Context: an optimization exercise on an open-source flow, tuned for small area, a short achievable clock period and few clock cycles per item. The choices shown serve that exercise and are no tape-out recipe.
The RTL was checked by simulation tests, not by an equivalence proof against the original design.

## before
## process_id_sha256_uuidv8
module process_id_sha256_uuidv8 (
  input  logic                               clk,
  input  logic                               rst_n,
  input  logic                               in_valid,
  output logic                               in_ready,
  input  pidsha_pkg::pidsha_in_t             in_data,
  output logic                               out_valid,
  input  logic                               out_ready,
  output pidsha_pkg::pidsha_out_t            out_data,
  input  logic                               cfg_valid,
  output logic                               cfg_ready,
  input  logic [pidsha_pkg::CFG_IDX_W-1:0]   cfg_index,
  input  logic [63:0]                        cfg_data
);
For scale: about 1,000 flip-flops.
==> flow/config.mk <==
export PLATFORM = sky130hd
export DESIGN_NAME = process_id_sha256_uuidv8
export DESIGN_NICKNAME = process_id_sha256_uuidv8
export VERILOG_FILES = /design/flow/design.v
export SDC_FILE = /design/flow/constraint.sdc
export NUM_CORES = 4
export LEC_CHECK = 0
export CAP_MARGIN = 35
export CORE_MARGIN = 2
export CORE_UTILIZATION = 40
export SLEW_MARGIN = 20
export SYNTH_HIERARCHICAL = 1
export TNS_END_PERCENT = 0
==> flow/constraint.sdc <==
create_clock -name core_clock -period 10.0 [get_ports {clk}]
set_input_delay 2.0000 -clock core_clock [delete_from_list [all_inputs] [get_ports {clk}]]
set_output_delay 2.0000 -clock core_clock [all_outputs]
set_load 0.01 [all_outputs]
standard.sh (not shown) runs the stock make flow with config.mk's settings and CLKGATE_MAP_FILE= SYNTH_SCRIPT=/design/flow/synth_recipe.tcl, a recipe that flattens the netlist after the stock synthesis.
==> flow/flow/run.sh <==
#!/bin/bash
set -euo pipefail
export ADDER_MAP_FILE=
export SETUP_SLACK_MARGIN=6.5
export BUFFER_PORTS_ARGS="-buffer_cell sky130_fd_sc_hd__buf_1"
bash standard.sh > standard.log 2>&1
before: PASS, flow complete, no timing, DRC or antenna violations
Testbench counts of before, summed over its fixed seeds: cycles 24,976, items 384.
Changes in after relative to before:
- TNS_END_PERCENT: 0 -> 5
- CORE_UTILIZATION: 40 -> 55
==> flow/flow/run.sh <==
#!/bin/bash
set -euo pipefail
export ADDER_MAP_FILE=
export SETUP_SLACK_MARGIN=6.5
export BUFFER_PORTS_ARGS="-buffer_cell sky130_fd_sc_hd__buf_2"
bash standard.sh > standard.log 2>&1
Notes after the runs:
- after finished every stage and its layout cleared the timing, DRC and antenna checks.
- Going from before to after, logic depth of the worst register-to-register path shrinks by 3.
- NOTE: final design instance area without fill in after falls short of that of before
- The fraction of area in registers was comparable across before and after.
- Compared with before, via count normalized by instance count in after increased by a little under 10%.
- Run comparison: after standard cell with the maximum stage delay on the critical path xnor2_1; before standard cell with the maximum stage delay on the critical path edfxtp_1
- Placement row count of after falls short of that of before by more than 10%.
- NOTE maximum frequency before->after decreased slightly
- [after] overall die area fell about 27% relative to before

========
maple:
Starting RTL as in the previous note.
// process_id_sha256_uuidv8
module process_id_sha256_uuidv8 (
  input  logic                               clk,
  input  logic                               rst_n,
  input  logic                               in_valid,
  output logic                               in_ready,
  input  pidsha_pkg::pidsha_in_t             in_data,
  output logic                               out_valid,
  input  logic                               out_ready,
  output pidsha_pkg::pidsha_out_t            out_data,
  input  logic                               cfg_valid,
  output logic                               cfg_ready,
  input  logic [pidsha_pkg::CFG_IDX_W-1:0]   cfg_index,
  input  logic [63:0]                        cfg_data
);
  logic       run;
  logic [5:0] cnt;
  logic       hold;
  logic       start;
  logic       last;
  assign cfg_ready = 1'b1;
  pidsha_ctrl u_ctrl (
    .clk       (clk),
    .rst_n     (rst_n),
    .in_valid  (in_valid),
    .in_ready  (in_ready),
    .out_valid (out_valid),
    .out_ready (out_ready),
    .cfg_valid (cfg_valid),
    .run       (run),
    .cnt       (cnt),
    .hold      (hold),
    .start     (start),
    .last_round(last)
  );
  pidsha_dp u_dp (
    .clk       (clk),
    .rst_n     (rst_n),
    .cfg_valid (cfg_valid),
    .cfg_index (cfg_index),
    .cfg_data  (cfg_data),
    .in_data   (in_data),
    .run       (run),
    .cnt       (cnt),
  ...
==> flow/config.mk <==
export PLATFORM = sky130hd
export DESIGN_NAME = process_id_sha256_uuidv8
export DESIGN_NICKNAME = process_id_sha256_uuidv8
export VERILOG_FILES = /design/flow/design.v
export SDC_FILE = /design/flow/constraint.sdc
export NUM_CORES = 4
export LEC_CHECK = 0
export CAP_MARGIN = 20
export CORE_MARGIN = 2
export CORE_UTILIZATION = 40
export SLEW_MARGIN = 20
export SYNTH_HIERARCHICAL = 1
export TNS_END_PERCENT = 5
==> flow/constraint.sdc <==
create_clock -name core_clock -period 10.0 [get_ports {clk}]
set_input_delay 2.0000 -clock core_clock [delete_from_list [all_inputs] [get_ports {clk}]]
set_output_delay 2.0000 -clock core_clock [all_outputs]
set_load 0.01 [all_outputs]
==> flow/flow/run.sh <==
#!/bin/bash
set -euo pipefail
export ADDER_MAP_FILE=
export SETUP_SLACK_MARGIN=6.5
export BUFFER_PORTS_ARGS="-buffer_cell sky130_fd_sc_hd__buf_2"
bash standard.sh > standard.log 2>&1
Testbench counts of maple, summed over its fixed seeds: cycles 24,976, items 384.
### maple -> cedar
-- flow/config.mk --
<<< maple, line 6
export NUM_CORES = 4
export LEC_CHECK = 0
export CAP_MARGIN = 20
export CORE_MARGIN = 2
export CORE_UTILIZATION = 40
>>> cedar, line 6
export NUM_CORES = 4
export LEC_CHECK = 0
export CAP_MARGIN = 35
export CORE_MARGIN = 2
export CORE_UTILIZATION = 40
## What came out
- cedar went all the way through the flow, and no timing, DRC or antenna check failed.
- Total length of routed wires essentially unchanged between maple and cedar.
- Looking only at sequential share of layout area, and setting everything else aside, the lower value of cedar and maple goes to maple.

-- static timing again, ports no longer ideal --
How much do the figures lean on ideal ports? The routed layouts below were timed once more, with nothing changed but the port constraints.
Step 1 (the two cells are an assumption about what drives the block):
set clk [get_ports {clk}]
set_driving_cell -lib_cell sky130_fd_sc_hd__clkbuf_16 $clk
set_driving_cell -lib_cell sky130_fd_sc_hd__buf_2 [delete_from_list [all_inputs] $clk]
Step 2 adds t to the input delays and takes it off the output delays; t is the mean of the earliest and latest rising clock arrival at the registers after step 1. Input paths then give back, and output paths get back, about the clock's delay inside the block.
a / b / c = no drivers / after step 1 / after step 2; a / b = the first two.
| run | shift t [ns] | setup WS [ns] | worst hold slack (ns) |
|---|---|---|---|
| before | 0.815 | 6.144 / 6.144 / 5.705 | 0.266 / 0.266 / 0.266 |
| after | 0.780 | 6.107 / 6.107 / 5.620 | 0.309 / 0.309 / 0.309 |
| maple | 0.819 | 6.193 / 6.193 / 5.801 | 0.304 / 0.304 / 0.304 |
| cedar | 0.791 | 6.203 / 6.203 / 5.981 | 0.311 / 0.311 / 0.311 |
After both steps every run listed still meets setup and hold. For after, which loses most, drivers alone change the setup slack by 0.000 ns; drivers and shift together by -0.487 ns.
